What follows belongs to an exercise in optimizing a design on an open flow for small area; a production flow would make more cautious choices. Function was checked by simulation only, so behaviour that the tests miss may differ from the original.

==> flow/design.v, too long to show whole: its modules and the start of the top module <==
// module lrelu_config_ctrl: 31 lines
// module lrelu_coef_bank: 21 lines
// module lrelu_fa: 10 lines
// module lrelu_ha: 9 lines
// module lrelu_nand2: 7 lines
// module lrelu_a22oi: 9 lines
// module lrelu_xor2: 7 lines
// module lrelu_xnor2: 7 lines
// module lrelu_affine_stage: 1286 lines
// module lrelu_leaky_stage: 254 lines
// module lrelu_engine: 81 lines
module lrelu_engine (
  input  logic                                    clk,
  input  logic                                    rst,
  input  logic                                    clken,
  input  logic                                    s_valid,
  input  logic                                    s_last,
  input  logic [3:0]               s_user,
  input  logic [4*20-1:0]  s_data,
  input  logic                                    cfg_valid,
  input  logic [16-1:0]              cfg_data,
  output logic                                    m_valid,
  output logic                                    m_last,
  output logic [3:0]               m_user,
  output logic [4*8-1:0] m_data,
  output logic                                    count_config_full
);
  // ...
==> flow/flow/run.sh <==
#!/bin/bash
# Standard layout, except that synthesis maps the design's explicit adder
# cell modules (lrelu_fa, lrelu_ha, ...) straight onto the library cells, and
# skips the extraction of further adder cells from the remaining logic.
set -euo pipefail
WORK=$(pwd)
bash standard.sh SYNTH_CANONICALIZE_TCL="$WORK/flow/fa_map.tcl" ADDER_MAP_FILE= finish > "$WORK/orfs_make.log" 2>&1
==> flow/flow/fa_map.tcl <==
# Map the design's explicit cell modules onto the library cells of the same
# function and port names.
foreach {m c} {lrelu_fa fa_1 lrelu_ha ha_1 lrelu_nand2 nand2_1 lrelu_a22oi a22oi_1
               lrelu_xor2 xor2_1 lrelu_xnor2 xnor2_1} {
  chtype -map $m sky130_fd_sc_hd__$c
}
hierarchy -top $::env(DESIGN_NAME)
==> flow/standard.sh <==
#!/bin/bash
# synth_recipe.tcl (not shown) runs the flow's synth.tcl, then flattens the netlist and writes it again
# the make line also repeats each setting of config.mk as NAME=value (left out here)
make -C /OpenROAD-flow-scripts/flow DESIGN_CONFIG=/design/flow/config.mk WORK_HOME=/design/flow/orfs CLKGATE_MAP_FILE= SYNTH_SCRIPT=/design/flow/synth_recipe.tcl "${@:-finish}"
==> flow/config.mk <==
export PLATFORM = sky130hd
export DESIGN_NAME = lrelu_engine
export DESIGN_NICKNAME = lrelu_engine
export VERILOG_FILES = /design/flow/design.v
export SDC_FILE = /design/flow/constraint.sdc
export NUM_CORES = 4
export LEC_CHECK = 0
export CAP_MARGIN = 20
export CORE_MARGIN = 2
export CORE_UTILIZATION = 55
export SLEW_MARGIN = 20
==> flow/constraint.sdc <==
create_clock -name core_clock -period 8.0 [get_ports {clk}]
set_input_delay 1.6000 -clock core_clock [delete_from_list [all_inputs] [get_ports {clk}]]
set_output_delay 1.6000 -clock core_clock [all_outputs]
set_load 0.01 [all_outputs]
==> results.cfg, run 1 <==
[run_status]
outcome = complete, no violations

[sta]
tightest_slew_ns = 1.091

[critical_path]
crit_end = l_1[65]
cp-startpoint = s_data[53]
worstPathMaxFanout = 11
r2r_end = l_1[65]
critPathTopFamily = adder cells
required_ns = 8.36

[floorplanning]
initial_core_util_pct = 55.38
die-area_mm2 = 0.09110

[grt]
overflow = 0
antenna_found_initial = 7

[final_layout]
top_area_cell_class = multi-input gates

[synth]
synth_edf_count = 364
synth.most_common_cell = xor2_1
yosysWarnings = 4
synth_top_family_by_area = adder cells
ys_top_cells_by_count = xor2_1 (756), a22oi_1 (646), fa_1 (628)
synthCells = 4435

[clock_network]
cts-root-buf = clkbuf_16

[min_path]
whs_endpoint = d_pipe[1][25]

[route]
vias = 37470
==> module lrelu_leaky_stage, before the edit <==
module lrelu_leaky_stage (
  input  logic [19:0] p,
  input  logic        s,
  input  logic        ovf,
  input  logic        is_lrelu,
  input  logic [15:0] d,
  output logic [7:0]  out
);
  wire        neg = is_lrelu & p[19];
  wire [19:0] pp  = {~p[19], p[18:0]};
  wire [15:0] dd  = {~d[15], d[14:0]};
  wire s1, c1;
  lrelu_ha u1 (.A(pp[2]), .B(pp[0]), .COUT(c1), .SUM(s1));
  wire s2, c2;
  lrelu_fa u2 (.A(pp[3]), .B(pp[1]), .CIN(pp[0]), .COUT(c2), .SUM(s2));
  wire s3, c3;
  lrelu_fa u3 (.A(pp[4]), .B(pp[2]), .CIN(pp[1]), .COUT(c3), .SUM(s3));
  wire s4, c4;
  lrelu_fa u4 (.A(pp[5]), .B(pp[3]), .CIN(pp[2]), .COUT(c4), .SUM(s4));
  wire s5, c5;
  lrelu_fa u5 (.A(pp[6]), .B(pp[4]), .CIN(pp[3]), .COUT(c5), .SUM(s5));
  wire s6, c6;
  lrelu_fa u6 (.A(pp[7]), .B(pp[5]), .CIN(pp[4]), .COUT(c6), .SUM(s6));
  wire s7, c7;
  lrelu_fa u7 (.A(pp[8]), .B(pp[6]), .CIN(pp[5]), .COUT(c7), .SUM(s7));
  wire s8, c8;
  lrelu_fa u8 (.A(pp[9]), .B(pp[7]), .CIN(pp[6]), .COUT(c8), .SUM(s8));
  wire s9, c9;
  lrelu_fa u9 (.A(pp[10]), .B(pp[8]), .CIN(pp[7]), .COUT(c9), .SUM(s9));
  wire s10, c10;
  lrelu_fa u10 (.A(pp[11]), .B(pp[9]), .CIN(pp[8]), .COUT(c10), .SUM(s10));
  wire s11, c11;
  lrelu_fa u11 (.A(pp[12]), .B(pp[10]), .CIN(pp[9]), .COUT(c11), .SUM(s11));
  wire s12, c12;
  lrelu_fa u12 (.A(pp[13]), .B(pp[11]), .CIN(pp[10]), .COUT(c12), .SUM(s12));
  wire s13, c13;
  lrelu_fa u13 (.A(pp[14]), .B(pp[12]), .CIN(pp[11]), .COUT(c13), .SUM(s13));
  wire s14, c14;
  lrelu_fa u14 (.A(pp[15]), .B(pp[13]), .CIN(pp[12]), .COUT(c14), .SUM(s14));
  wire s15, c15;
  lrelu_fa u15 (.A(pp[16]), .B(pp[14]), .CIN(pp[13]), .COUT(c15), .SUM(s15));
  wire s16, c16;
  lrelu_fa u16 (.A(pp[17]), .B(pp[15]), .CIN(pp[14]), .COUT(c16), .SUM(s16));
  wire s17, c17;
  lrelu_fa u17 (.A(pp[18]), .B(pp[16]), .CIN(pp[15]), .COUT(c17), .SUM(s17));
  wire s18, c18;
  lrelu_fa u18 (.A(pp[19]), .B(pp[17]), .CIN(pp[16]), .COUT(c18), .SUM(s18));
  wire s19, c19;
  lrelu_ha u19 (.A(pp[18]), .B(pp[17]), .COUT(c19), .SUM(s19));
  wire s20, c20;
  lrelu_ha u20 (.A(pp[19]), .B(pp[18]), .COUT(c20), .SUM(s20));
  wire t21 = s2 & c1;
  wire t22 = (s3 & c2) | (t21 & (s3 | c2));
  wire t23 = (s4 & c3) | (t22 & (s4 | c3));
  wire t24 = (s5 & c4) | (t23 & (s5 | c4));
  wire t25 = neg ? s6 : pp[0];
  wire t26 = neg ? s7 : pp[1];
  wire t27 = neg ? s8 : pp[2];
  wire t28 = neg ? s9 : pp[3];
  wire t29 = neg ? s10 : pp[4];
  wire t30 = neg ? s11 : pp[5];
  wire t31 = neg ? s12 : pp[6];
  wire t32 = neg ? s13 : pp[7];
  wire t33 = neg ? s14 : pp[8];
  wire t34 = neg ? s15 : pp[9];
  wire t35 = neg ? s16 : pp[10];
  wire t36 = neg ? s17 : pp[11];
  wire t37 = neg ? s18 : pp[12];
  wire t38 = neg ? s19 : pp[13];
  wire t39 = neg ? s20 : pp[14];
  wire t40 = neg ? pp[19] : pp[15];
  wire t41 = ~neg & pp[16];
  wire t42 = ~neg & pp[17];
  wire t43 = ~neg & pp[18];
  wire t44 = ~neg & pp[19];
  wire t45 = neg & c5;
  wire t46 = neg & c6;
  wire t47 = neg & c7;
  wire t48 = neg & c8;
  wire t49 = neg & c9;
  wire t50 = neg & c10;
  wire t51 = neg & c11;
  wire t52 = neg & c12;
  wire t53 = neg & c13;
  wire t54 = neg & c14;
  wire t55 = neg & c15;
  wire t56 = neg & c16;
  wire t57 = neg & c17;
  wire t58 = neg & c18;
  wire t59 = neg & c19;
  wire t60 = neg & c20;
  wire s61, c61;
  lrelu_fa u61 (.A(t25), .B(t45), .CIN(dd[0]), .COUT(c61), .SUM(s61));
  wire s62, c62;
  lrelu_fa u62 (.A(t26), .B(t46), .CIN(dd[1]), .COUT(c62), .SUM(s62));
  wire s63, c63;
  lrelu_fa u63 (.A(t27), .B(t47), .CIN(dd[2]), .COUT(c63), .SUM(s63));
  wire s64, c64;
  lrelu_fa u64 (.A(t28), .B(t48), .CIN(dd[3]), .COUT(c64), .SUM(s64));
  wire s65, c65;
  lrelu_fa u65 (.A(t29), .B(t49), .CIN(dd[4]), .COUT(c65), .SUM(s65));
  wire s66, c66;
  lrelu_fa u66 (.A(t30), .B(t50), .CIN(dd[5]), .COUT(c66), .SUM(s66));
  wire s67, c67;
  lrelu_fa u67 (.A(t31), .B(t51), .CIN(dd[6]), .COUT(c67), .SUM(s67));
  wire s68, c68;
  lrelu_fa u68 (.A(t32), .B(t52), .CIN(dd[7]), .COUT(c68), .SUM(s68));
  wire s69, c69;
  lrelu_fa u69 (.A(t33), .B(t53), .CIN(dd[8]), .COUT(c69), .SUM(s69));
  wire s70, c70;
  lrelu_fa u70 (.A(t34), .B(t54), .CIN(dd[9]), .COUT(c70), .SUM(s70));
  wire s71, c71;
  lrelu_fa u71 (.A(t35), .B(t55), .CIN(dd[10]), .COUT(c71), .SUM(s71));
  wire s72, c72;
  lrelu_fa u72 (.A(t36), .B(t56), .CIN(dd[11]), .COUT(c72), .SUM(s72));
  wire s73, c73;
  lrelu_fa u73 (.A(t37), .B(t57), .CIN(dd[12]), .COUT(c73), .SUM(s73));
  wire s74, c74;
  lrelu_fa u74 (.A(t38), .B(t58), .CIN(dd[13]), .COUT(c74), .SUM(s74));
  wire s75, c75;
  lrelu_fa u75 (.A(t39), .B(t59), .CIN(dd[14]), .COUT(c75), .SUM(s75));
  wire s76, c76;
  lrelu_fa u76 (.A(t40), .B(t60), .CIN(dd[15]), .COUT(c76), .SUM(s76));
  wire t77 = neg & t24;
  wire s78, c78;
  lrelu_ha u78 (.A(s62), .B(c61), .COUT(c78), .SUM(s78));
  wire s79, c79;
  lrelu_ha u79 (.A(s63), .B(c62), .COUT(c79), .SUM(s79));
  wire s80, c80;
  lrelu_ha u80 (.A(s64), .B(c63), .COUT(c80), .SUM(s80));
  wire s81, c81;
  lrelu_ha u81 (.A(s65), .B(c64), .COUT(c81), .SUM(s81));
  wire s82, c82;
  lrelu_ha u82 (.A(s66), .B(c65), .COUT(c82), .SUM(s82));
  wire s83, c83;
  lrelu_ha u83 (.A(s67), .B(c66), .COUT(c83), .SUM(s83));
  wire s84, c84;
  lrelu_ha u84 (.A(s68), .B(c67), .COUT(c84), .SUM(s84));
  wire s85, c85;
  lrelu_ha u85 (.A(s69), .B(c68), .COUT(c85), .SUM(s85));
  wire s86, c86;
  lrelu_ha u86 (.A(s70), .B(c69), .COUT(c86), .SUM(s86));
  wire s87, c87;
  lrelu_ha u87 (.A(s71), .B(c70), .COUT(c87), .SUM(s87));
  wire s88, c88;
  lrelu_ha u88 (.A(s72), .B(c71), .COUT(c88), .SUM(s88));
  wire s89, c89;
  lrelu_ha u89 (.A(s73), .B(c72), .COUT(c89), .SUM(s89));
  wire s90, c90;
  lrelu_ha u90 (.A(s74), .B(c73), .COUT(c90), .SUM(s90));
  wire s91, c91;
  lrelu_ha u91 (.A(s75), .B(c74), .COUT(c91), .SUM(s91));
  wire s92, c92;
  lrelu_ha u92 (.A(s76), .B(c75), .COUT(c92), .SUM(s92));
  wire s93, c93;
  lrelu_ha u93 (.A(t41), .B(c76), .COUT(c93), .SUM(s93));
  wire t94 = 1'b0 | (s61 & t77);
  wire t95 = c78 | (s78 & t94);
  wire t96 = s78 & s61;
  wire t97 = c80 | (s80 & c79);
  wire t98 = s80 & s79;
  wire t99 = c82 | (s82 & c81);
  wire t100 = s82 & s81;
  wire t101 = c84 | (s84 & c83);
  wire t102 = s84 & s83;
  wire t103 = c86 | (s86 & c85);
  wire t104 = s86 & s85;
  wire t105 = c88 | (s88 & c87);
  wire t106 = s88 & s87;
  wire t107 = c90 | (s90 & c89);
  wire t108 = s90 & s89;
  wire t109 = c92 | (s92 & c91);
  wire t110 = s92 & s91;
  wire t111 = 1'b0 | (t42 & c93);
  wire t112 = t42 & s93;
  wire t113 = 1'b0 | (t44 & 1'b0);
  wire t114 = t44 & t43;
  wire t115 = t97 | (t98 & t95);
  wire t116 = t98 & t96;
  wire t117 = t101 | (t102 & t99);
  wire t118 = t102 & t100;
  wire t119 = t105 | (t106 & t103);
  wire t120 = t106 & t104;
  wire t121 = t109 | (t110 & t107);
  wire t122 = t110 & t108;
  wire t123 = t113 | (t114 & t111);
  wire t124 = t114 & t112;
  wire t125 = t117 | (t118 & t115);
  wire t126 = t118 & t116;
  wire t127 = t121 | (t122 & t119);
  wire t128 = t122 & t120;
  wire t129 = t127 | (t128 & t125);
  wire t130 = t128 & t126;
  wire t131 = t119 | (t120 & t125);
  wire t132 = t120 & t126;
  wire t133 = t123 | (t124 & t129);
  wire t134 = t124 & t130;
  wire t135 = t99 | (t100 & t115);
  wire t136 = t100 & t116;
  wire t137 = t103 | (t104 & t125);
  wire t138 = t104 & t126;
  wire t139 = t107 | (t108 & t131);
  wire t140 = t108 & t132;
  wire t141 = t111 | (t112 & t129);
  wire t142 = t112 & t130;
  wire t143 = c79 | (s79 & t95);
  wire t144 = s79 & t96;
  wire t145 = c81 | (s81 & t115);
  wire t146 = s81 & t116;
  wire t147 = c83 | (s83 & t135);
  wire t148 = s83 & t136;
  wire t149 = c85 | (s85 & t125);
  wire t150 = s85 & t126;
  wire t151 = c87 | (s87 & t137);
  wire t152 = s87 & t138;
  wire t153 = c89 | (s89 & t131);
  wire t154 = s89 & t132;
  wire t155 = c91 | (s91 & t139);
  wire t156 = s91 & t140;
  wire t157 = c93 | (s93 & t129);
  wire t158 = s93 & t130;
  wire t159 = 1'b0 | (t43 & t141);
  wire t160 = t43 & t142;
  wire t161 = 1'b0 | (1'b0 & t133);
  wire t162 = 1'b0 & t134;
  wire t163 = s61 ^ t77;
  wire t164 = s78 ^ t94;
  wire t165 = s79 ^ t95;
  wire t166 = s80 ^ t143;
  wire t167 = s81 ^ t115;
  wire t168 = s82 ^ t145;
  wire t169 = s83 ^ t135;
  wire t170 = s84 ^ t147;
  wire t171 = s85 ^ t125;
  wire t172 = s86 ^ t149;
  wire t173 = s87 ^ t137;
  wire t174 = s88 ^ t151;
  wire t175 = s89 ^ t131;
  wire t176 = s90 ^ t153;
  wire t177 = s91 ^ t139;
  wire t178 = s92 ^ t155;
  wire t179 = s93 ^ t129;
  wire t180 = t42 ^ t157;
  wire t181 = t43 ^ t141;
  wire t182 = t44 ^ t159;
  wire t183 = 1'b0 ^ t133;
  wire [20:0] u = {t183, t182, t181, t180, t179, t178, t177, t176, t175, t174, t173, t172, t171, t170, t169, t168, t167, t166, t165, t164, t163};
  wire [13:0] k   = neg ? 14'd672 : 14'd4352;
  wire [13:0] uh  = u[20:7];
  wire        in  = (uh == k) || (uh == k - 14'd1);
  wire        pos = uh > k;
  assign out = ovf ? (s ? 8'h80 : 8'h7f) :
               in  ? u[7:0] : (pos ? 8'h7f : 8'h80);
endmodule
==> module lrelu_engine, before the edit <==
module lrelu_engine (
  input  logic                                    clk,
  input  logic                                    rst,
  input  logic                                    clken,
  input  logic                                    s_valid,
  input  logic                                    s_last,
  input  logic [3:0]               s_user,
  input  logic [4*20-1:0]  s_data,
  input  logic                                    cfg_valid,
  input  logic [16-1:0]              cfg_data,
  output logic                                    m_valid,
  output logic                                    m_last,
  output logic [3:0]               m_user,
  output logic [4*8-1:0] m_data,
  output logic                                    count_config_full
);
  localparam int PW = 5 + 4*8;   
  localparam int LW = 22;                                 
  logic [8:0]                     cfg_sel;
  logic [9*16-1:0]   coef;
  logic [4*LW-1:0]     l_c, l_1;
  logic [16-1:0]     d_1;
  logic [4:0]                     side_1;
  logic [4*8-1:0] res;
  logic [2:0]    v_pipe;
  logic [PW-1:0] d_pipe [2];
  lrelu_config_ctrl ctrl_i (
    .clk               (clk),
    .rst               (rst),
    .clken             (clken),
    .cfg_valid         (cfg_valid),
    .cfg_sel           (cfg_sel),
    .count_config_full (count_config_full)
  );
  lrelu_coef_bank bank_i (
    .clk       (clk),
    .rst       (rst),
    .clken     (clken),
    .cfg_valid (cfg_valid),
    .cfg_sel   (cfg_sel),
    .cfg_data  (cfg_data),
    .coef      (coef)
  );
  for (genvar u = 0; u < 4; u++) begin : g_lane
    lrelu_affine_stage affine_i (
      .x   (s_data[u*20 +: 20]),
      .a   (coef[(1+u)*16 +: 16]),
      .nb  (coef[(5+u)*16 +: 16]),
      .p   (l_c[u*LW +: 20]),
      .s   (l_c[u*LW + 20]),
      .ovf (l_c[u*LW + 21])
    );
    lrelu_leaky_stage leaky_i (
      .p        (l_1[u*LW +: 20]),
      .s        (l_1[u*LW + 20]),
      .ovf      (l_1[u*LW + 21]),
      .is_lrelu (side_1[3]),
      .d        (d_1),
      .out      (res[u*8 +: 8])
    );
  end
  always_ff @(posedge clk) begin
    if (rst) begin
      v_pipe  <= '0;
      m_valid <= 1'b0;
    end else if (clken) begin
      v_pipe  <= {v_pipe[1:0], s_valid};
      m_valid <= v_pipe[2];
    end
  end
  always_ff @(posedge clk) begin
    if (clken) begin
      l_1       <= l_c;
      d_1       <= coef[0 +: 16];
      side_1    <= {s_last, s_user};
      d_pipe[0] <= {side_1, res};
      d_pipe[1] <= d_pipe[0];
      {m_last, m_user, m_data} <= d_pipe[1];
    end
  end
endmodule
==> inputs of run 2 (changes only) <==
--- a/flow/design.v
+++ b/flow/design.v
@@ -98,19 +98,17 @@
   output logic Y
 );
   assign Y = ~(A ^ B);
 endmodule
 module lrelu_affine_stage (
   input  logic [19:0] x,
   input  logic [15:0] a,
   input  logic [15:0] nb,
-  output logic [19:0] p,
-  output logic        s,
-  output logic        ovf
+  output logic [19:0] p
 );
   wire t1 = a[0] ^ 1'b0;
   wire t2 = (a[1] & ~a[0] & ~1'b0) | (~a[1] & a[0] & 1'b0);
   wire g3;
   lrelu_nand2 u3 (.A(x[0]), .B(t1), .Y(g3));
   wire g4;
   lrelu_xor2 u4 (.A(g3), .B(a[1]), .X(g4));
   wire g5;
@@ -1204,196 +1202,208 @@
   wire s607, c607;
   lrelu_ha u607 (.A(c546), .B(s547), .COUT(c607), .SUM(s607));
   wire s608, c608;
   lrelu_ha u608 (.A(c547), .B(s548), .COUT(c608), .SUM(s608));
   wire s609, c609;
   lrelu_ha u609 (.A(c548), .B(s549), .COUT(c609), .SUM(s609));
   wire s610, c610;
   lrelu_ha u610 (.A(c549), .B(s550), .COUT(c610), .SUM(s610));
-  wire s611, c611;
-  lrelu_ha u611 (.A(t560), .B(t579), .COUT(c611), .SUM(s611));
-  wire s612, c612;
-  lrelu_ha u612 (.A(t562), .B(t580), .COUT(c612), .SUM(s612));
-  wire s613, c613;
-  lrelu_ha u613 (.A(t564), .B(t581), .COUT(c613), .SUM(s613));
-  wire s614, c614;
-  lrelu_ha u614 (.A(t566), .B(t582), .COUT(c614), .SUM(s614));
-  wire s615, c615;
-  lrelu_ha u615 (.A(t568), .B(t583), .COUT(c615), .SUM(s615));
-  wire s616, c616;
-  lrelu_ha u616 (.A(t570), .B(s571), .COUT(c616), .SUM(s616));
-  wire s617, c617;
-  lrelu_ha u617 (.A(g352), .B(c571), .COUT(c617), .SUM(s617));
-  wire t618 = c584 | s584;
-  wire t619 = g6 | (t585 & t618);
-  wire t620 = t585 & s584;
-  wire t621 = c587 | (s587 & c586);
-  wire t622 = s587 & s586;
-  wire t623 = c589 | (s589 & c588);
-  wire t624 = s589 & s588;
-  wire t625 = c591 | (s591 & c590);
-  wire t626 = s591 & s590;
-  wire t627 = c593 | (s593 & c592);
-  wire t628 = s593 & s592;
-  wire t629 = c595 | (s595 & c594);
-  wire t630 = s595 & s594;
-  wire t631 = c597 | (s597 & c596);
-  wire t632 = s597 & s596;
-  wire t633 = c599 | (s599 & c598);
-  wire t634 = s599 & s598;
-  wire t635 = c601 | (s601 & c600);
-  wire t636 = s601 & s600;
-  wire t637 = c603 | (s603 & c602);
-  wire t638 = s603 & s602;
-  wire t639 = c605 | (s605 & c604);
-  wire t640 = s605 & s604;
-  wire t641 = c607 | (s607 & c606);
-  wire t642 = s607 & s606;
-  wire t643 = c609 | (s609 & c608);
-  wire t644 = s609 & s608;
-  wire t645 = 1'b0 | (t578 & c610);
-  wire t646 = t578 & s610;
-  wire t647 = c612 | (s612 & c611);
-  wire t648 = s612 & s611;
-  wire t649 = c614 | (s614 & c613);
-  wire t650 = s614 & s613;
-  wire t651 = c616 | (s616 & c615);
-  wire t652 = s616 & s615;
-  wire t653 = 1'b0 | (1'b1 & c617);
-  wire t654 = 1'b1 & s617;
-  wire t655 = t621 | (t622 & t619);
-  wire t656 = t622 & t620;
-  wire t657 = t625 | (t626 & t623);
-  wire t658 = t626 & t624;
-  wire t659 = t629 | (t630 & t627);
-  wire t660 = t630 & t628;
-  wire t661 = t633 | (t634 & t631);
-  wire t662 = t634 & t632;
-  wire t663 = t637 | (t638 & t635);
-  wire t664 = t638 & t636;
-  wire t665 = t641 | (t642 & t639);
-  wire t666 = t642 & t640;
-  wire t667 = t645 | (t646 & t643);
-  wire t668 = t646 & t644;
-  wire t669 = t649 | (t650 & t647);
-  wire t670 = t650 & t648;
-  wire t671 = t653 | (t654 & t651);
-  wire t672 = t654 & t652;
-  wire t673 = t657 | (t658 & t655);
-  wire t674 = t658 & t656;
-  wire t675 = t661 | (t662 & t659);
-  wire t676 = t662 & t660;
-  wire t677 = t665 | (t666 & t663);
-  wire t678 = t666 & t664;
-  wire t679 = t669 | (t670 & t667);
-  wire t680 = t670 & t668;
-  wire t681 = t675 | (t676 & t673);
-  wire t682 = t676 & t674;
-  wire t683 = t679 | (t680 & t677);
-  wire t684 = t680 & t678;
-  wire t685 = t683 | (t684 & t681);
-  wire t686 = t684 & t682;
-  wire t687 = t677 | (t678 & t681);
-  wire t688 = t678 & t682;
-  wire t689 = t659 | (t660 & t673);
-  wire t690 = t660 & t674;
-  wire t691 = t663 | (t664 & t681);
-  wire t692 = t664 & t682;
-  wire t693 = t667 | (t668 & t687);
-  wire t694 = t668 & t688;
-  wire t695 = t671 | (t672 & t685);
-  wire t696 = t672 & t686;
-  wire t697 = t623 | (t624 & t655);
-  wire t698 = t624 & t656;
-  wire t699 = t627 | (t628 & t673);
-  wire t700 = t628 & t674;
-  wire t701 = t631 | (t632 & t689);
-  wire t702 = t632 & t690;
-  wire t703 = t635 | (t636 & t681);
-  wire t704 = t636 & t682;
-  wire t705 = t639 | (t640 & t691);
-  wire t706 = t640 & t692;
-  wire t707 = t643 | (t644 & t687);
-  wire t708 = t644 & t688;
-  wire t709 = t647 | (t648 & t693);
-  wire t710 = t648 & t694;
-  wire t711 = t651 | (t652 & t685);
-  wire t712 = t652 & t686;
-  wire t713 = c586 | (s586 & t619);
-  wire t714 = s586 & t620;
-  wire t715 = c588 | (s588 & t655);
-  wire t716 = s588 & t656;
-  wire t717 = c590 | (s590 & t697);
-  wire t718 = s590 & t698;
-  wire t719 = c592 | (s592 & t673);
-  wire t720 = s592 & t674;
-  wire t721 = c594 | (s594 & t699);
-  wire t722 = s594 & t700;
-  wire t723 = c596 | (s596 & t689);
-  wire t724 = s596 & t690;
-  wire t725 = c598 | (s598 & t701);
-  wire t726 = s598 & t702;
-  wire t727 = c600 | (s600 & t681);
-  wire t728 = s600 & t682;
-  wire t729 = c602 | (s602 & t703);
-  wire t730 = s602 & t704;
-  wire t731 = c604 | (s604 & t691);
-  wire t732 = s604 & t692;
-  wire t733 = c606 | (s606 & t705);
-  wire t734 = s606 & t706;
-  wire t735 = c608 | (s608 & t687);
-  wire t736 = s608 & t688;
-  wire t737 = c610 | (s610 & t707);
-  wire t738 = s610 & t708;
-  wire t739 = c611 | (s611 & t693);
-  wire t740 = s611 & t694;
-  wire t741 = c613 | (s613 & t709);
-  wire t742 = s613 & t710;
-  wire t743 = c615 | (s615 & t685);
-  wire t744 = s615 & t686;
-  wire t745 = c617 | (s617 & t711);
-  wire t746 = s617 & t712;
-  wire t747 = ~(s592 ^ t673);
-  wire t748 = ~(s593 ^ t719);
-  wire t749 = ~(s594 ^ t699);
-  wire t750 = ~(s595 ^ t721);
-  wire t751 = ~(s596 ^ t689);
-  wire t752 = ~(s597 ^ t723);
-  wire t753 = ~(s598 ^ t701);
-  wire t754 = ~(s599 ^ t725);
-  wire t755 = ~(s600 ^ t681);
-  wire t756 = ~(s601 ^ t727);
-  wire t757 = ~(s602 ^ t703);
-  wire t758 = ~(s603 ^ t729);
-  wire t759 = ~(s604 ^ t691);
-  wire t760 = ~(s605 ^ t731);
-  wire t761 = ~(s606 ^ t705);
-  wire t762 = ~(s607 ^ t733);
-  wire t763 = ~(s608 ^ t687);
-  wire t764 = ~(s609 ^ t735);
-  wire t765 = ~(s610 ^ t707);
-  wire t766 = ~(t578 ^ t737);
-  wire t767 = ~(s611 ^ t693);
-  wire t768 = ~(s612 ^ t739);
-  wire t769 = ~(s613 ^ t709);
-  wire t770 = ~(s614 ^ t741);
-  wire t771 = ~(s615 ^ t685);
-  wire t772 = ~(s616 ^ t743);
-  wire t773 = ~(s617 ^ t711);
-  wire t774 = ~(1'b1 ^ t745);
-  wire [35:8] y = {t774, t773, t772, t771, t770, t769, t768, t767, t766, t765, t764, t763, t762, t761, t760, t759, t758, t757, t756, t755, t754, t753, t752, t751, t750, t749, t748, t747};
-  assign p   = y[27:8];
-  assign s   = y[35];
-  assign ovf = !((y[35:27] == 9'h000) || (y[35:27] == 9'h1ff));
+  wire t611 = c584 | s584;
+  wire t612 = g6 | (t585 & t611);
+  wire t613 = t585 & s584;
+  wire t614 = c587 | (s587 & c586);
+  wire t615 = s587 & s586;
+  wire t616 = c589 | (s589 & c588);
+  wire t617 = s589 & s588;
+  wire t618 = c591 | (s591 & c590);
+  wire t619 = s591 & s590;
+  wire t620 = c593 | (s593 & c592);
+  wire t621 = s593 & s592;
+  wire t622 = c595 | (s595 & c594);
+  wire t623 = s595 & s594;
+  wire t624 = c597 | (s597 & c596);
+  wire t625 = s597 & s596;
+  wire t626 = c599 | (s599 & c598);
+  wire t627 = s599 & s598;
+  wire t628 = c601 | (s601 & c600);
+  wire t629 = s601 & s600;
+  wire t630 = c603 | (s603 & c602);
+  wire t631 = s603 & s602;
+  wire t632 = c605 | (s605 & c604);
+  wire t633 = s605 & s604;
+  wire t634 = c607 | (s607 & c606);
+  wire t635 = s607 & s606;
+  wire t636 = c609 | (s609 & c608);
+  wire t637 = s609 & s608;
+  wire t638 = 1'b0 | (t578 & c610);
+  wire t639 = t578 & s610;
+  wire t640 = t614 | (t615 & t612);
+  wire t641 = t615 & t613;
+  wire t642 = t618 | (t619 & t616);
+  wire t643 = t619 & t617;
+  wire t644 = t622 | (t623 & t620);
+  wire t645 = t623 & t621;
+  wire t646 = t626 | (t627 & t624);
+  wire t647 = t627 & t625;
+  wire t648 = t630 | (t631 & t628);
+  wire t649 = t631 & t629;
+  wire t650 = t634 | (t635 & t632);
+  wire t651 = t635 & t633;
+  wire t652 = t638 | (t639 & t636);
+  wire t653 = t639 & t637;
+  wire t654 = t642 | (t643 & t640);
+  wire t655 = t643 & t641;
+  wire t656 = t646 | (t647 & t644);
+  wire t657 = t647 & t645;
+  wire t658 = t650 | (t651 & t648);
+  wire t659 = t651 & t649;
+  wire t660 = t656 | (t657 & t654);
+  wire t661 = t657 & t655;
+  wire t662 = t658 | (t659 & t660);
+  wire t663 = t659 & t661;
+  wire t664 = t644 | (t645 & t654);
+  wire t665 = t645 & t655;
+  wire t666 = t648 | (t649 & t660);
+  wire t667 = t649 & t661;
+  wire t668 = t652 | (t653 & t662);
+  wire t669 = t653 & t663;
+  wire t670 = t616 | (t617 & t640);
+  wire t671 = t617 & t641;
+  wire t672 = t620 | (t621 & t654);
+  wire t673 = t621 & t655;
+  wire t674 = t624 | (t625 & t664);
+  wire t675 = t625 & t665;
+  wire t676 = t628 | (t629 & t660);
+  wire t677 = t629 & t661;
+  wire t678 = t632 | (t633 & t666);
+  wire t679 = t633 & t667;
+  wire t680 = t636 | (t637 & t662);
+  wire t681 = t637 & t663;
+  wire t682 = c586 | (s586 & t612);
+  wire t683 = s586 & t613;
+  wire t684 = c588 | (s588 & t640);
+  wire t685 = s588 & t641;
+  wire t686 = c590 | (s590 & t670);
+  wire t687 = s590 & t671;
+  wire t688 = c592 | (s592 & t654);
+  wire t689 = s592 & t655;
+  wire t690 = c594 | (s594 & t672);
+  wire t691 = s594 & t673;
+  wire t692 = c596 | (s596 & t664);
+  wire t693 = s596 & t665;
+  wire t694 = c598 | (s598 & t674);
+  wire t695 = s598 & t675;
+  wire t696 = c600 | (s600 & t660);
+  wire t697 = s600 & t661;
+  wire t698 = c602 | (s602 & t676);
+  wire t699 = s602 & t677;
+  wire t700 = c604 | (s604 & t666);
+  wire t701 = s604 & t667;
+  wire t702 = c606 | (s606 & t678);
+  wire t703 = s606 & t679;
+  wire t704 = c608 | (s608 & t662);
+  wire t705 = s608 & t663;
+  wire t706 = c610 | (s610 & t680);
+  wire t707 = s610 & t681;
+  wire t708 = s584;
+  wire t709 = ~(t585 ^ t611);
+  wire t710 = ~(s586 ^ t612);
+  wire t711 = ~(s587 ^ t682);
+  wire t712 = ~(s588 ^ t640);
+  wire t713 = ~(s589 ^ t684);
+  wire t714 = ~(s590 ^ t670);
+  wire t715 = ~(s591 ^ t686);
+  wire t716 = ~(s592 ^ t654);
+  wire t717 = ~(s593 ^ t688);
+  wire t718 = ~(s594 ^ t672);
+  wire t719 = ~(s595 ^ t690);
+  wire t720 = ~(s596 ^ t664);
+  wire t721 = ~(s597 ^ t692);
+  wire t722 = ~(s598 ^ t674);
+  wire t723 = ~(s599 ^ t694);
+  wire t724 = ~(s600 ^ t660);
+  wire t725 = ~(s601 ^ t696);
+  wire t726 = ~(s602 ^ t676);
+  wire t727 = ~(s603 ^ t698);
+  wire t728 = ~(s604 ^ t666);
+  wire t729 = ~(s605 ^ t700);
+  wire t730 = ~(s606 ^ t678);
+  wire t731 = ~(s607 ^ t702);
+  wire t732 = ~(s608 ^ t662);
+  wire t733 = ~(s609 ^ t704);
+  wire t734 = ~(s610 ^ t680);
+  wire t735 = ~(t578 ^ t706);
+  wire s736, c736;
+  lrelu_ha u736 (.A(c548), .B(s549), .COUT(c736), .SUM(s736));
+  wire s737, c737;
+  lrelu_ha u737 (.A(c549), .B(s550), .COUT(c737), .SUM(s737));
+  wire s738, c738;
+  lrelu_ha u738 (.A(t560), .B(t579), .COUT(c738), .SUM(s738));
+  wire s739, c739;
+  lrelu_ha u739 (.A(t562), .B(t580), .COUT(c739), .SUM(s739));
+  wire s740, c740;
+  lrelu_ha u740 (.A(t564), .B(t581), .COUT(c740), .SUM(s740));
+  wire s741, c741;
+  lrelu_ha u741 (.A(t566), .B(t582), .COUT(c741), .SUM(s741));
+  wire s742, c742;
+  lrelu_ha u742 (.A(t568), .B(t583), .COUT(c742), .SUM(s742));
+  wire s743, c743;
+  lrelu_ha u743 (.A(t570), .B(s571), .COUT(c743), .SUM(s743));
+  wire s744, c744;
+  lrelu_ha u744 (.A(g352), .B(c571), .COUT(c744), .SUM(s744));
+  wire t745 = c736 | s736;
+  wire t746 = c737 | (s737 & t745);
+  wire t747 = s737 & s736;
+  wire t748 = c738 | (s738 & 1'b0);
+  wire t749 = s738 & t578;
+  wire t750 = c740 | (s740 & c739);
+  wire t751 = s740 & s739;
+  wire t752 = c742 | (s742 & c741);
+  wire t753 = s742 & s741;
+  wire t754 = c744 | (s744 & c743);
+  wire t755 = s744 & s743;
+  wire t756 = t748 | (t749 & t746);
+  wire t757 = t749 & t747;
+  wire t758 = t752 | (t753 & t750);
+  wire t759 = t753 & t751;
+  wire t760 = t758 | (t759 & t756);
+  wire t761 = t759 & t757;
+  wire t762 = t750 | (t751 & t756);
+  wire t763 = t751 & t757;
+  wire t764 = t754 | (t755 & t760);
+  wire t765 = t755 & t761;
+  wire t766 = 1'b0 | (t578 & t746);
+  wire t767 = t578 & t747;
+  wire t768 = c739 | (s739 & t756);
+  wire t769 = s739 & t757;
+  wire t770 = c741 | (s741 & t762);
+  wire t771 = s741 & t763;
+  wire t772 = c743 | (s743 & t760);
+  wire t773 = s743 & t761;
+  wire t774 = 1'b0 | (1'b1 & t764);
+  wire t775 = 1'b1 & t765;
+  wire t776 = s736;
+  wire t777 = ~(s737 ^ t745);
+  wire t778 = ~(t578 ^ t746);
+  wire t779 = ~(s738 ^ t766);
+  wire t780 = ~(s739 ^ t756);
+  wire t781 = ~(s740 ^ t768);
+  wire t782 = ~(s741 ^ t762);
+  wire t783 = ~(s742 ^ t770);
+  wire t784 = ~(s743 ^ t760);
+  wire t785 = ~(s744 ^ t772);
+  wire t786 = ~(1'b1 ^ t764);
+  wire [27:8] y = {t735, t734, t733, t732, t731, t730, t729, t728, t727, t726, t725, t724, t723, t722, t721, t720, t719, t718, t717, t716};
+  wire [35:25] e = {t786, t785, t784, t783, t782, t781, t780, t779, t778, t777, t776};
+  wire ovf = e[35] ? (e[34:27] != 8'hff) : (e[34:26] != 9'h000);
+  assign p = ovf ? {e[35], ~e[35], ~e[35], y[24:8]} : y[27:8];
 endmodule
 module lrelu_leaky_stage (
   input  logic [19:0] p,
-  input  logic        s,
-  input  logic        ovf,
   input  logic        is_lrelu,
   input  logic [15:0] d,
   output logic [7:0]  out
 );
   wire        neg = is_lrelu & p[19];
   wire [19:0] pp  = {~p[19], p[18:0]};
   wire [15:0] dd  = {~d[15], d[14:0]};
   wire s1, c1;
@@ -1631,18 +1641,17 @@
   wire t181 = t43 ^ t141;
   wire t182 = t44 ^ t159;
   wire t183 = 1'b0 ^ t133;
   wire [20:0] u = {t183, t182, t181, t180, t179, t178, t177, t176, t175, t174, t173, t172, t171, t170, t169, t168, t167, t166, t165, t164, t163};
   wire [13:0] k   = neg ? 14'd672 : 14'd4352;
   wire [13:0] uh  = u[20:7];
   wire        in  = (uh == k) || (uh == k - 14'd1);
   wire        pos = uh > k;
-  assign out = ovf ? (s ? 8'h80 : 8'h7f) :
-               in  ? u[7:0] : (pos ? 8'h7f : 8'h80);
+  assign out = in ? u[7:0] : (pos ? 8'h7f : 8'h80);
 endmodule
 module lrelu_engine (
   input  logic                                    clk,
   input  logic                                    rst,
   input  logic                                    clken,
   input  logic                                    s_valid,
   input  logic                                    s_last,
   input  logic [3:0]               s_user,
@@ -1651,17 +1660,17 @@
   input  logic [16-1:0]              cfg_data,
   output logic                                    m_valid,
   output logic                                    m_last,
   output logic [3:0]               m_user,
   output logic [4*8-1:0] m_data,
   output logic                                    count_config_full
 );
   localparam int PW = 5 + 4*8;   
-  localparam int LW = 22;                                 
+  localparam int LW = 20;                                 
   logic [8:0]                     cfg_sel;
   logic [9*16-1:0]   coef;
   logic [4*LW-1:0]     l_c, l_1;
   logic [16-1:0]     d_1;
   logic [4:0]                     side_1;
   logic [4*8-1:0] res;
   logic [2:0]    v_pipe;
   logic [PW-1:0] d_pipe [2];
@@ -1682,24 +1691,20 @@
     .cfg_data  (cfg_data),
     .coef      (coef)
   );
   for (genvar u = 0; u < 4; u++) begin : g_lane
     lrelu_affine_stage affine_i (
       .x   (s_data[u*20 +: 20]),
       .a   (coef[(1+u)*16 +: 16]),
       .nb  (coef[(5+u)*16 +: 16]),
-      .p   (l_c[u*LW +: 20]),
-      .s   (l_c[u*LW + 20]),
-      .ovf (l_c[u*LW + 21])
+      .p   (l_c[u*LW +: 20])
     );
     lrelu_leaky_stage leaky_i (
       .p        (l_1[u*LW +: 20]),
-      .s        (l_1[u*LW + 20]),
-      .ovf      (l_1[u*LW + 21]),
       .is_lrelu (side_1[3]),
       .d        (d_1),
       .out      (res[u*8 +: 8])
     );
   end
   always_ff @(posedge clk) begin
     if (rst) begin
       v_pipe  <= '0;
==> flow/flow/run.sh (replaced) <==
#!/bin/bash
# Standard layout, except that synthesis maps the design's explicit cell
# modules (lrelu_fa, lrelu_ha, ...) straight onto the library cells and skips
# the extraction of further adder cells from the remaining logic, and the
# port buffers are the smallest buffer.
set -euo pipefail
WORK=$(pwd)
bash standard.sh SYNTH_CANONICALIZE_TCL="$WORK/flow/fa_map.tcl" ADDER_MAP_FILE= \
  "BUFFER_PORTS_ARGS=-buffer_cell sky130_fd_sc_hd__buf_1" finish > "$WORK/orfs_make.log" 2>&1
==> flow/config.mk (replaced) <==
export PLATFORM = sky130hd
export DESIGN_NAME = lrelu_engine
export DESIGN_NICKNAME = lrelu_engine
export VERILOG_FILES = /design/flow/design.v
export SDC_FILE = /design/flow/constraint.sdc
export NUM_CORES = 4
export LEC_CHECK = 0
export CAP_MARGIN = 0
export CORE_MARGIN = 2
export CORE_UTILIZATION = 60
export CTS_BUF_LIST = sky130_fd_sc_hd__clkbuf_4
export GPL_TIMING_DRIVEN = 0
export SLEW_MARGIN = 0
==> results.cfg, run 2 <==
[flow_run]
cap_violations = 0

[critical_path]
crit_path_max_incr_delay_ns = 0.92
crit_type = register to register
worstPathMaxFanout = 15
end_kind = register
cp_cell_sequence = buf_16 -> inv_1 -> or3_1 -> o21ai_2 -> buf_8 -> a22oi_1 -> xor2_1 -> fa_1 -> fa_1 -> fa_1 -> fa_1 -> ha_1 -> a21oi_1 -> nor2b_1 -> o21ai_0 -> o311a_1 -> a21oi_1 -> nor2_1 -> a21oi_1 -> o41ai_1 -> o2111ai_1 -> xnor2_1 -> a21o_1
cpMostUsedCell = fa_1
required_ns = 8.58
crit_arrival_ns = 8.08
slowest_stage = edfxtp_1
setup.worst_path.start_class = register

[final_layout]
layout-drive-gt1-share_pct = 10.33
nets = 5679
layout_common_cells = xor2_1 (712), a22oi_1 (654), fa_1 (628)
largest_register_ffs = 144
final_core_utilization_pct = 66.87
multi_input_area_mm2 = 0.03726
largest-register = bank_i.coef
stdcell_area_mm2 = 0.05360
reg.largest.list = bank_i.coef x144, l_1 x80, d_pipe x74
fillers = 6518
syn2layout_area_growth_pct = 10.96
seqCellArea_mm2 = 0.01085
final_common_cell = xor2_1

[clock_network]
cts-root-buf = clkbuf_4
cts.sinks = 364
clockBufferDepth = 3
cts_tree = yes
cts_max_level = 3
ctsHoldBuffers = 0
path_clk_slew_ns = 0.07
insertion_delay_ns = 0.85
cts_buffers = 92

[synth]
synth-seq-cells = 364
ys_seq_area_share_pct = 22.46
ys_top_cells_by_count = xor2_1 (740), a22oi_1 (654), fa_1 (628)
synth_cell_types = 86
synth.most_common_cell = xor2_1
yosysWarnings = 4
yosysTopAreaCell = fa_1
syn_avg_cell_area_um2 = 11.10
synth_top_area_share_pct = 26.03
async_flop_share_pct = 0
ys_top_cells_by_area = fa_1 (26%), edfxtp_1 (22%), xor2_1 (13%), a22oi_1 (10%), ha_1 (6.2%)
synth_ff_type = edfxtp_1
synth_edf_count = 356
synthCells = 4353
syn-num-nets = 5327
netlist_area_mm2 = 0.04830

[sta]
tns_ns = 0
tightest_slew_ns = 1.438
slew_viol_final = 0
period_share_pct = 93.70
maxClockFrequency_mhz = 133.4
fin_crit_ns = 7.496
skew_ns = 0.08521
grt_setup_unrepaired = no
finalSetupViolations = 0
hold_viol_final = 0
maxSlewHeadroom_pct = 4.163

[route]
ant_nets = 0
viasPerCell = 6.403
wl_per_cell_um = 24.25
dr.pass1.iters = 6
wl_um = 141700
drtIter0Drc = 3866
drt_drc_violations_left = 0
vias = 37410

[grt]
use_met2_pct = 54.72
overflow = 0
grt_pass1_vias = 38180
use_met1_pct = 47.71
grtUsageMet3_pct = 6.823
antenna_found_initial = 11
grt_busiest_layer = met2
grt_max_degree = 43
grtUsageTotal_pct = 34.56
grt_pass1_wl_um = 219600

[floorplanning]
die-height_um = 287.7
io_pins = 145
die_w_um = 287.7
initial_core_util_pct = 60.26
die-area_mm2 = 0.08279
rows = 104
core_area_mm2 = 0.08016

[placement]
portBuffers = 143
hpwl_um = 105100
postPlaceCellArea_mm2 = 0.05215
gp_congestion = 0.9254

[min_path]
hold_path_class = register to register

[run_status]
outcome = complete, no violations
==> run 2: cell types whose count changed in the layout (fill, tap and decap cells not counted), sizes merged, moves of 15 or more <==
cell           before  now
a21o               45   62
buf               231  264
clkbuf             57  162
clkdlybuf4s50     143    0
clkinv             14   29
inv               138  103
mux2                2   31
nand2             326  242
nand2b             35   51
o21a               11   30
o21ai              93  109
o21bai             24    8
o31ai              27    5
xor2              756  740
==> run 2: cell type report <==
type	count	share of cell area, %
inverter	99	0.6933
sequential	364	20.24
multi-input combinational	3847	69.52
tap	1060	2.474
clock buffer	125	1.751
buffer	43	0.3151
timing repair buffer	258	4.582
clock inverter	35	0.3618
antenna	12	0.05603
==> run 2: kinds of logic (layout without fill, tap and decap cells) <==
group	Yosys count	in the layout	synth area share (%)
AOI/OAI and AO/OA	1102	1102	16.27
xor gates and xnor gates	965	965	17.50
adders and majority gates	868	868	32.24
buffers and inverters	142	560	1.119
DFF	364	364	22.46
muxes	56	56	1.241
other	0	12	0
and+or+nand+nor	856	856	9.167
==> run 2: per-layer routing <==
metal	up-vias	part of all wire, %
li1	16690	-
met1	18660	41
met2	1758	47
met3	310	8.5
met4	2	3.2
met5	-	0.011
==> run 2: through the flow <==
stage / hold slack, ns / worst slack, ns / cells
after floorplan: 0.4003 / 0.8536 / 4353
after global placement: 0.4003 / -5.969 / 5556
after detailed placement: 0.4045 / -0.1449 / 5648
after CTS: 0.3927 / 0.03942 / 5811
after global routing: 0.4215 / 0.02330 / 5836
final: 0.4132 / 0.5040 / 5843
==> run 2: critical path, delay by kind of cell, from the launching register on <==
family,cells,cell delay [ns]
adders and majority gates,5,2.29
buffers and inverters,3,0.58
DFF,1,0.92
AOI/OAI and AO/OA,10,2.40
and+or+nand+nor,3,0.62
xor gates and xnor gates,2,0.42
==> run 2: what timing repair did <==
action	in CTS	in global routing
setup endpoints to repair	3	4
gates resized for setup	0	1
hold endpoints to repair	0	0
buffers inserted	3	16
==> run 2: final timing paths <==
path,startpoint,endpoint,slack [ns],cells past startpoint
hold reg to reg,d_pipe[0][21],d_pipe[1][21],0.41,0
hold / removal,d_pipe[0][21],d_pipe[1][21],0.41,0
setup reg to reg,bank_i.coef[55],l_1[59],0.50,23
setup / recovery,bank_i.coef[55],l_1[59],0.50,23
==> inputs of run 3 (changes only) <==
--- a/flow/config.mk
+++ b/flow/config.mk
@@ -7,3 +7,3 @@
 export LEC_CHECK = 0
-export CAP_MARGIN = 0
+export CAP_MARGIN = 20
 export CORE_MARGIN = 2
@@ -12,2 +12,2 @@
 export GPL_TIMING_DRIVEN = 0
-export SLEW_MARGIN = 0
+export SLEW_MARGIN = 20
==> results.cfg, run 3 <==
[synth]
synth-seq-cells = 364
synth_compound_area_share_pct = 16.27
synthCells = 4353
netlist_area_mm2 = 0.04830
synthXorXnorAreaFrac_pct = 17.50
syn_avg_cell_area_um2 = 11.10
ys_seq_area_share_pct = 22.46
synth_fa_ha_area_share_pct = 32.24
synth_ff_type = edfxtp_1
yosysWarnings = 4
ys_top_cells_by_count = xor2_1 (740), a22oi_1 (654), fa_1 (628)
async_flop_share_pct = 0
syn-num-nets = 5327
muxShareOfSynthArea_pct = 1.241
synthSimpleGateAreaFrac_pct = 9.167
ys_top_cells_by_area = fa_1 (26%), edfxtp_1 (22%), xor2_1 (13%), a22oi_1 (10%), ha_1 (6.2%)
synth_top_area_share_pct = 26.03
synth_top_family_by_area = adder cells
synth.most_common_cell = xor2_1
yosysTopAreaCell = fa_1
synth_cell_types = 86
synth_edf_count = 356

[clock_network]
clockBufferDepth = 3
cts-root-buf = clkbuf_4
path_clk_slew_ns = 0.07
cts_buffers = 93
insertion_delay_ns = 0.86
cts.sinks = 364
cts_max_level = 3
cts_tree = yes
ctsHoldBuffers = 0

[final_layout]
syn2layout_area_growth_pct = 11.02
layout_common_cells = xor2_1 (712), a22oi_1 (654), fa_1 (628)
layout-drive-gt1-share_pct = 10.56
nets = 5680
stdcell_area_mm2 = 0.05363
largest_register_ffs = 144
reg.largest.list = bank_i.coef x144, l_1 x80, d_pipe x74
final_common_cell = xor2_1
largest-register = bank_i.coef

[sta]
fin_crit_ns = 7.523
skew_ns = 0.07810
maxClockFrequency_mhz = 132.9
grt_setup_unrepaired = no
finalSetupViolations = 0
hold_viol_final = 0
fin_ws_ns = 0.4772
slew_viol_final = 0
period_share_pct = 94.04
maxSlewHeadroom_pct = 18.79
tightest_slew_ns = 1.218

[critical_path]
crit_cells = 23
r2r_start = bank_i.coef[33]
cp-startpoint = bank_i.coef[33]
crit_arrival_ns = 8.08
critPathTopFamily = adder cells
critPathBufInv = 2
slowest_stage = edfxtp_1
crit_path_max_incr_delay_ns = 0.82
ff2ff_path_depth = 23
cp_cell_sequence = buf_8 -> xor2_2 -> buf_8 -> a22oi_1 -> xor2_1 -> or2_2 -> fa_1 -> fa_1 -> fa_1 -> fa_1 -> ha_1 -> o21a_1 -> o211a_1 -> o21ai_0 -> a21boi_0 -> o21ai_0 -> nand2b_1 -> and2_1 -> o21ai_0 -> nand2b_1 -> and3_1 -> nor3_1 -> o21ai_0
crit_type = register to register
r2r_slack_ns = 0.48
end_kind = register
setup.worst_path.start_class = register
required_ns = 8.56
worstPathMaxFanout = 15

[floorplanning]
die-height_um = 287.7
die_w_um = 287.7
rows = 104
initial_core_util_pct = 60.26
core_area_mm2 = 0.08016
die-area_mm2 = 0.08279
io_pins = 145

[route]
wl_um = 139500
drt_drc_violations_left = 0
wl_per_cell_um = 23.94
ant_nets = 0
vias = 37220
viasPerCell = 6.386
dr.pass1.iters = 6
drtIter0Drc = 3416

[grt]
grtUsageTotal_pct = 34.24
grt_max_degree = 33
overflow = 0
antenna_found_initial = 17
grt_pass1_vias = 37910
grt_pass1_wl_um = 218200

[placement]
portBuffers = 143
postPlaceCellArea_mm2 = 0.05245
hpwl_um = 104400
post-place-ws_ns = -0.1174
gp_congestion = 0.9254

[min_path]
holdPathStages = 0
min_from = bank_i.coef[13]
hold_path_class = register to register

[run_status]
outcome = complete, no violations

[flow_run]
cap_violations = 0
run 3: cell counts after synthesis:
Identical to the previous run, type by type.
run 3: through the flow:
| step | hold WS (ns) | std cells | setup TNS [ns] | util [%] |
|---|---|---|---|---|
| after floorplan | 0.4003 | 4353 | 0 | - |
| after global placement | 0.4003 | 5556 | -1214.11 | 62.59 |
| after detailed placement | 0.4045 | 5670 | -0.2043 | 65.43 |
| after CTS | 0.3517 | 5824 | 0 | 66.86 |
| after global routing | 0.3560 | 5828 | 0 | 66.90 |
| final | 0.3620 | 5828 | 0 | 66.90 |
run 3: cells by family (layout without fill, tap and decap cells):
logic type,after synthesis,in the layout
xor+xnor,965,965
mux,56,56
fa+ha+maj,868,868
buf+inv,142,554
flops,364,364
other cells,0,3
compound gates,1102,1102
simple gates,856,856
run 3: final timing paths:
path             end
max reg2reg  l_1[38]
min          d_1[13]
max          l_1[38]
min reg2reg  d_1[13]
run 3: area by class of cell:
| class | count | area, um^2 |
|---|---|---|
| Tap cell | 1060 | 1326 |
| Sequential cell | 364 | 10850 |
| Antenna cell | 3 | 7.507 |
| Clock inverter | 25 | 180.2 |
| Timing Repair Buffer | 258 | 2303 |
| Multi-Input combinational cell | 3847 | 37450 |
| Clock buffer | 129 | 968.4 |
| Inverter | 99 | 371.6 |
| Buffer | 43 | 168.9 |
| Fill cell | 6522 | 26530 |
run 3: per-layer routing:
metal	share of wire [%]	up-vias	track usage (%)
li1	-	16680	-
met1	42	18470	48.24
met2	46	1756	53.65
met3	8.2	303	5.689
met4	3.6	4	12.42
met5	0.019	-	0
run 3: what timing repair did:
item	in CTS	in global routing
buffers inserted	0	0
resized for setup	0	1
setup endpoints to repair	0	2

-- separate check: timing with driven ports --
How much do the figures lean on ideal ports? The routed layouts below were timed once more, with nothing changed but the port constraints.
Step 1 assumes that a clkbuf_16 drives the clock port and a buf_2 every other input.
Step 2, shift: input delay + t, output delay - t, t = (earliest + latest rising clock arrival at the registers) / 2. This alone moves slack from input paths to output paths.
Slacks: ideal / step 1 / step 2; pairs: ideal / step 1.
| run | t, ns | setup slack, ns | hold WS [ns] | slew at the worst register clock pin (ns) | pins driven straight from the clock port |
|---|---|---|---|---|---|
| run 1 | 0.669 | 0.738 / 0.783 / 0.114 | 0.411 / 0.411 / 0.411 | 0.07 / 0.07 | 1 |
| run 2 | 0.878 | 0.504 / 0.504 / -0.073 | 0.413 / 0.413 / 0.413 | 0.08 / 0.08 | 1 |
| run 3 | 0.891 | 0.477 / 0.477 / -0.153 | 0.362 / 0.362 / 0.362 | 0.09 / 0.09 | 1 |
With both steps, setup timing fails in run 2 and run 3, where it was met with ideal ports. The setup slack of run 3, which loses most, moves by 0.000 ns with the drivers and by -0.630 ns with both steps.
